This design comes from an exercise in tuning for small area, a short achievable clock period and few clock cycles per item on the open sky130 flow, not from production work.
Only simulation tests tie the RTL to the original design; equivalence was not proved.
No activity file was given, so power comes from the tool's default toggle rates.

==> 04-23 <==
## jerk_limited_velocity_ramp
module jerk_limited_velocity_ramp (
	input  logic                                    clk,
	input  logic                                    arst_n,
	input  logic                                    cfg_we,
	input  logic [jlvr_pkg::CFG_IDX_W-1:0]          cfg_addr,
	input  logic [jlvr_pkg::DATA_W-1:0]             cfg_wdata,
	input  logic                                    in_valid,
	output logic                                    in_ready,
	input  logic signed [jlvr_pkg::DATA_W-1:0]      target_velocity,
	output logic                                    out_valid,
	input  logic                                    out_ready,
	output logic signed [jlvr_pkg::DATA_W-1:0]      velocity_out,
	output logic signed [jlvr_pkg::DATA_W-1:0]      accel_out
);
	localparam int QW = jlvr_pkg::QW;
	localparam int LW = jlvr_pkg::LW;
	localparam int ZW = jlvr_pkg::ZW;
	localparam int YW = jlvr_pkg::YW;
	localparam int AW = jlvr_pkg::ACC_W;
	jlvr_pkg::cfg_t cfg;
	logic signed [33:0] vel_q;
	logic               vfinal_q;
	logic signed [31:0] accel_q;
	logic               out_valid_q;
	logic [QW-1:0] x_q;
	logic [YW-1:0] y_q;
	logic [ZW-1:0] z_q;
	logic [QW-1:0] k_q;
  ...
make LEC_CHECK=0 CAP_MARGIN=20 CORE_MARGIN=2 CORE_UTILIZATION=40 SETUP_SLACK_MARGIN=1.0 SLEW_MARGIN=20 finish   # period 12.5 ns
run.sh (not shown) runs the stock make flow with config.mk's settings and CLKGATE_MAP_FILE= SYNTH_SCRIPT=/design/flow/synth_recipe.tcl, a recipe that flattens the netlist after the stock synthesis.
==> 02-18: changes against 04-23 <==
--- a/flow/design.v
+++ b/flow/design.v
@@ -51,22 +51,22 @@
 			endcase
 		end
 	end
 	assign cfg = cfg_q;
 endmodule
 module jlvr_mul (
-	input  logic                              clk,
-	input  logic [jlvr_pkg::LIM_W-1:0]        a,
-	input  logic [jlvr_pkg::CH_W-1:0]         b,
-	output logic [jlvr_pkg::LIM_W+jlvr_pkg::CH_W-1:0] prod
+	input  logic                       clk,
+	input  logic [jlvr_pkg::LIM_W-1:0] a,
+	input  logic [jlvr_pkg::CH_W-1:0]  b,
+	output logic [jlvr_pkg::LIM_W+7:0] prod_hi,
+	output logic [jlvr_pkg::LIM_W+7:0] prod_lo
 );
-	logic [jlvr_pkg::LIM_W+jlvr_pkg::CH_W-1:0] prod_q;
 	always_ff @(posedge clk) begin
-		prod_q <= (jlvr_pkg::LIM_W+jlvr_pkg::CH_W)'(a) * (jlvr_pkg::LIM_W+jlvr_pkg::CH_W)'(b);
+		prod_hi <= (jlvr_pkg::LIM_W+8)'(a) * (jlvr_pkg::LIM_W+8)'(b[15:8]);
+		prod_lo <= (jlvr_pkg::LIM_W+8)'(a) * (jlvr_pkg::LIM_W+8)'(b[7:0]);
 	end
-	assign prod = prod_q;
 endmodule
 module jlvr_seq (
 	input  logic       clk,
 	input  logic       arst_n,
 	input  logic       restart,
 	output logic       busy,
@@ -212,12 +212,13 @@
 	assign amax = cfg.max_accel;
 	assign vmax = cfg.max_velocity;
 	assign jerk = cfg.jerk_incr;
 	logic               ph_q;        
 	logic               cond_q;      
 	logic signed [31:0] tgt_q;       
+	logic               tv_q;        
 	logic signed [33:0] vm34;
 	logic signed [31:0] vel_eff;
 	logic               snap_eff;
 	logic signed [31:0] accel_eff;
 	logic signed [31:0] nvmax_q;
 	logic signed [34:0] vhi_d;
@@ -234,14 +235,14 @@
 		if (!arst_n) begin
 			nvmax_q <= '0;
 		end else if (cfg_we && cfg_addr == jlvr_pkg::REG_MAX_VELOCITY) begin
 			nvmax_q <= -$signed({1'b0, cfg_wdata[30:0]});
 		end
 	end
-	logic               snap_hold_q;
-	assign snap_eff  = ph_q ? snap_hold_q : (cond_q && (vel_q == 34'(tgt_q)));
+	logic               snap_q;
+	assign snap_eff  = snap_q;
 	assign accel_eff = snap_eff ? 32'sd0 : accel_q;
 	logic       restart;
 	logic       busy;
 	logic       sel_valid;
 	logic [1:0] a_sel;
 	logic [2:0] b_sel;
@@ -305,72 +306,95 @@
 			op_a_q <= mul_a;
 			op_b_q <= mul_b;
 		end
 		sub1_q <= signed_op && a_neg;
 		sub2_q <= sub1_q;
 	end
-	logic [46:0] prod;
+	logic [38:0] prod_hi;
+	logic [38:0] prod_lo;
 	jlvr_mul u_mul (
-		.clk  (clk),
-		.a    (op_a_q),
-		.b    (op_b_q),
-		.prod (prod)
+		.clk     (clk),
+		.a       (op_a_q),
+		.b       (op_b_q),
+		.prod_hi (prod_hi),
+		.prod_lo (prod_lo)
 	);
 	logic [AW-1:0] pacc_base;
 	logic [AW-1:0] pacc_d;
+	logic [AW-1:0] pp_hi;
+	logic [AW-1:0] pp_lo;
 	assign pacc_base = first ? '0 : (pacc_q << jlvr_pkg::CH_W);
-	assign pacc_d    = sub2_q ? pacc_base - AW'(prod) : pacc_base + AW'(prod);
+	assign pp_hi     = (AW'(prod_hi) << 8) ^ {AW{sub2_q}};
+	assign pp_lo     = AW'(prod_lo) ^ {AW{sub2_q}};
+	assign pacc_d    = pacc_base + pp_hi + pp_lo + {{(AW-2){1'b0}}, sub2_q, 1'b0};
 	always_ff @(posedge clk) begin
 		if (acc_valid) begin
 			pacc_q <= pacc_d;
 		end
 	end
 	logic [4:0]         case1_q;     
 	logic               sn_q;        
 	logic accept;
-	assign in_ready = !busy && !ph_q && (!out_valid_q || out_ready);
+	logic go;
+	assign in_ready = !tv_q || ph_q;
 	assign accept   = in_valid && in_ready;
+	assign go       = tv_q && !ph_q && !busy && (!out_valid_q || out_ready);
 	logic [QW-1:0] x_eff;
 	logic [YW-1:0] y_eff;
 	logic [ZW-1:0] z_eff;
-	assign x_eff = snap_eff ? '0 : x_q;
-	assign y_eff = snap_eff ? '0 : y_q;
-	assign z_eff = snap_eff ? '0 : z_q;
+	assign x_eff = snap_q ? '0 : x_q;
+	assign y_eff = snap_q ? '0 : y_q;
+	assign z_eff = snap_q ? '0 : z_q;
 	logic [53:0]        coast;
 	logic               c_big;
 	logic signed [35:0] sc36;
 	logic signed [35:0] t36;
 	logic signed [35:0] e36 [3];
 	logic [2:0]         e_gt1;
 	logic [2:0]         e_ltm1;
 	logic               e_gt1_s;
 	logic               e_ltm1_s;
 	logic               w_pos;
 	logic               w_neg;
-	assign coast  = x_eff[QW-1:40];
+	logic               a_neg1;
+	logic [35:0]        cx36;
+	logic [35:0]        ecin;
+	assign a_neg1 = accel_q[31];
+	assign coast  = snap_eff ? 54'd0 : x_q[QW-1:40];
 	assign c_big  = |coast[53:33];
-	assign sc36   = a_neg ? -$signed({3'd0, coast[32:0]}) : $signed({3'd0, coast[32:0]});
-	assign t36    = 36'(target_velocity);
-	assign e36[0] = t36 - 36'(vel_q) - sc36;
-	assign e36[1] = t36 - $signed({5'd0, vmax}) - sc36;
-	assign e36[2] = t36 + $signed({5'd0, vmax}) - sc36;
+	assign cx36   = {3'd0, coast[32:0]} ^ {36{!a_neg1}};
+	assign ecin   = a_neg1 ? 36'd1 : 36'd2;
+	assign t36    = 36'(tgt_q);
+	logic [35:0] tu36;
+	logic [35:0] vu36;
+	logic [35:0] mu36;
+	assign tu36   = t36;
+	assign vu36   = 36'(vel_q);
+	assign mu36   = {5'd0, vmax};
+	logic [35:0] r36 [3];
+	assign r36[0] = (~vu36) + cx36 + ecin;
+	assign r36[1] = (~mu36) + cx36 + ecin;
+	assign r36[2] = mu36 + cx36 + ecin - 36'd1;
+	assign e36[0] = $signed(tu36 + r36[0]);
+	assign e36[1] = $signed(tu36 + r36[1]);
+	assign e36[2] = $signed(tu36 + r36[2]);
 	genvar ge;
 	generate
 		for (ge = 0; ge < 3; ge++) begin : g_e
 			assign e_gt1[ge]  = !e36[ge][35] && (|e36[ge][34:1]);
 			assign e_ltm1[ge] = e36[ge][35] && !(&e36[ge][34:0]);
 		end
 	endgenerate
 	assign e_gt1_s  = v_hi ? e_gt1[1] : (v_lo ? e_gt1[2] : e_gt1[0]);
 	assign e_ltm1_s = v_hi ? e_ltm1[1] : (v_lo ? e_ltm1[2] : e_ltm1[0]);
-	assign w_pos  = c_big ? a_neg : e_gt1_s;
-	assign w_neg  = c_big ? !a_neg : e_ltm1_s;
+	assign w_pos  = c_big ? a_neg1 : e_gt1_s;
+	assign w_neg  = c_big ? !a_neg1 : e_ltm1_s;
 	logic signed [33:0] a34;
 	logic signed [33:0] j34;
 	logic signed [33:0] am34;
-	assign a34  = 34'(accel_eff);
+	assign a34  = 34'(accel_q);
 	assign j34  = $signed({3'd0, jerk});
 	assign am34 = $signed({3'd0, amax});
 	logic lt_up_p;
 	logic gt_dn_n;
 	logic up_low;
 	logic dn_high;
@@ -383,13 +407,13 @@
 	assign lt_nj   = a34 < -j34;
 	assign gt_j    = a34 > j34;
 	logic [4:0] s_neg;
 	logic [4:0] cond;
 	assign s_neg[jlvr_pkg::C_UP] = ((a34 <<< 1) + j34) < 0;
 	assign s_neg[jlvr_pkg::C_DN] = ((a34 <<< 1) - j34) < 0;
-	assign s_neg[jlvr_pkg::C_ZR] = a_neg;
+	assign s_neg[jlvr_pkg::C_ZR] = a_neg1;
 	assign s_neg[jlvr_pkg::C_PM] = (a34 + am34) < 0;
 	assign s_neg[jlvr_pkg::C_NM] = (a34 - am34) < 0;
 	assign cond[jlvr_pkg::C_UP]  = (a34 >= -(j34 <<< 1)) && (a34 <= 0);
 	assign cond[jlvr_pkg::C_DN]  = (a34 >= 0) && (a34 <= (j34 <<< 1));
 	assign cond[jlvr_pkg::C_ZR]  = 1'b1;
 	assign cond[jlvr_pkg::C_PM]  = am34 <= j34;
@@ -399,13 +423,27 @@
 	logic [4:0] case_w0;
 	logic [4:0] case1;
 	assign case_wp = lt_up_p ? (up_low ? 5'b10000 : 5'b00001) : 5'b01000;
 	assign case_wn = gt_dn_n ? (dn_high ? 5'b01000 : 5'b00010) : 5'b10000;
 	assign case_w0 = lt_nj ? (up_low ? 5'b10000 : 5'b00001) :
 		gt_j ? (dn_high ? 5'b01000 : 5'b00010) : 5'b00100;
-	assign case1   = w_pos ? case_wp : (w_neg ? case_wn : case_w0);
+	logic       j_lt_am;
+	logic [4:0] zcase_wp;
+	logic [4:0] zcase_wn;
+	logic [4:0] zs_neg;
+	logic [4:0] zcond;
+	logic [4:0] case1r;
+	logic [4:0] case1z;
+	assign j_lt_am  = j34 < am34;
+	assign zcase_wp = j_lt_am ? 5'b00001 : 5'b01000;
+	assign zcase_wn = j_lt_am ? 5'b00010 : 5'b10000;
+	assign zs_neg   = {(amax != 31'd0), 1'b0, 1'b0, (jerk != 31'd0), 1'b0};
+	assign zcond    = {!j_lt_am, !j_lt_am, 1'b1, 1'b1, 1'b1};
+	assign case1r   = w_pos ? case_wp : (w_neg ? case_wn : case_w0);
+	assign case1z   = w_pos ? zcase_wp : (w_neg ? zcase_wn : 5'b00100);
+	assign case1    = snap_eff ? case1z : case1r;
 	logic c_up;
 	logic c_dn;
 	logic c_st;
 	logic c_pm;
 	logic c_nm;
 	assign c_up = case1_q[jlvr_pkg::C_UP];
@@ -438,13 +476,13 @@
 	logic [YW-1:0] ya;
 	logic [YW-1:0] yb;
 	logic [ZW-1:0] za;
 	logic [ZW-1:0] zb;
 	logic [31:0] amax_n;
 	assign amax_n   = ~{1'b0, amax} + 32'd1;
-	assign acc_step = accel_eff + ({1'b0, jerk} ^ {32{c_dn}}) + 32'(c_dn);
+	assign acc_step = accel_q + ({1'b0, jerk} ^ {32{c_dn}}) + 32'(c_dn);
 	assign accel_d  = c_st ? acc_step : c_pm ? {1'b0, amax} : c_nm ? amax_n : 32'd0;
 	assign xa  = c_st ? x_eff : ((c_pm || c_nm) ? m_q : '0);
 	assign xb  = c_st ? ({y_eff[QW-2:0], 1'b0} ^ {QW{c_dn}}) : '0;
 	assign xc  = c_st ? k_q : '0;
 	assign x_d = xa + xb + xc + QW'(c_dn);
 	assign ya  = c_st ? y_eff : '0;
@@ -465,52 +503,63 @@
 			if (dest[7]) y_q  <= pacc_d[YW-1:0];
 		end else if (ph_q) begin
 			x_q <= x_d;
 			y_q <= y_d;
 			z_q <= z_d;
 		end
-		if (accept) begin
-			snap_hold_q <= snap_eff;
+		if (go) begin
 			case1_q <= case1;
-			sn_q    <= |(case1 & s_neg);
+			sn_q    <= snap_eff ? |(case1z & zs_neg) : |(case1r & s_neg);
+		end
+		if (accept) begin
 			tgt_q   <= target_velocity;
 		end
 	end
 	always_ff @(posedge clk or negedge arst_n) begin
 		if (!arst_n) begin
 			vel_q       <= '0;
 			accel_q     <= '0;
 			out_valid_q <= 1'b0;
 			ph_q        <= 1'b0;
+			tv_q        <= 1'b0;
 			vfinal_q    <= 1'b0;
 			cond_q      <= 1'b0;
+			snap_q      <= 1'b0;
 		end else begin
 			if (cfg_we) begin
 				vel_q    <= 34'(vel_eff);
 				vfinal_q <= 1'b1;
 				accel_q  <= accel_eff;
 				cond_q   <= 1'b0;
-			end else if (accept) begin
+				snap_q   <= 1'b0;
+			end else if (go) begin
 				vel_q    <= 34'(vel_eff);
 				vfinal_q <= 1'b1;
+				accel_q  <= accel_eff;
 			end else if (ph_q) begin
 				vel_q    <= v1;
 				vfinal_q <= 1'b0;
 				accel_q  <= accel_d;
+				snap_q   <= cond_q && (v1 == 34'(tgt_q));
+			end
+			if (go) begin
+				cond_q <= snap_eff ? |(case1z & zcond) : |(case1r & cond);
 			end
 			if (accept) begin
-				cond_q <= |(case1 & cond);
+				tv_q <= 1'b1;
+			end else if (ph_q) begin
+				tv_q <= 1'b0;
 			end
 			if (ph_q) begin
 				out_valid_q <= 1'b1;
 				ph_q        <= 1'b0;
 			end else begin
 				if (out_ready) begin
 					out_valid_q <= 1'b0;
 				end
-				if (accept) begin
+				if (go) begin
 					ph_q <= 1'b1;
 				end
 			end
 		end
 	end
 	assign out_valid    = out_valid_q;
Settings changed: SETUP_SLACK_MARGIN 1.0 to 3.0.
==> notes <==
- 04-23 finished with timing, DRC and antenna clean. 02-18 ran to the end with no violations.
- In 04-23 the clock skew is lower than in 02-18, by 0.027 ns.
- Maximum frequency: 02-18 is larger than 04-23 (11%).
- Worst hold slack: 02-18 is worse than 04-23 (0.048 ns).
- Of 04-23 and 02-18, 02-18 has the higher clock power (gap about 4%, measured against 02-18).
Testbench counts of 04-23, summed over its fixed seeds: cycles 17,120, items 8,000.
Testbench counts of 02-18, summed over its fixed seeds: cycles 17,120, items 8,000.

-- what the ideal ports hide --
How much do the figures lean on ideal ports? The routed layouts below were timed once more, with nothing changed but the port constraints. Step 1, drivers: a clkbuf_16 drives clk and a buf_2 each remaining input, both assumed. Step 2 adds t to the input delays and takes it off the output delays; t is the mean of the earliest and latest rising clock arrival at the registers after step 1. Input paths then give back, and output paths get back, about the clock's delay inside the block. a / b / c = ideal ports / drivers / drivers and shift; a / b = the first two.
| run | t (ns) | setup slack, ns | worst setup path at the end | pins driven straight from the clock port |
|---|---|---|---|---|
| 04-23 | 0.905 | 1.999 / 1.999 / 1.999 | register to register | 1 |
| 02-18 | 0.950 | 3.016 / 2.904 / 3.250 | register to register | 1 |
After both steps setup and hold are still met in every run listed.
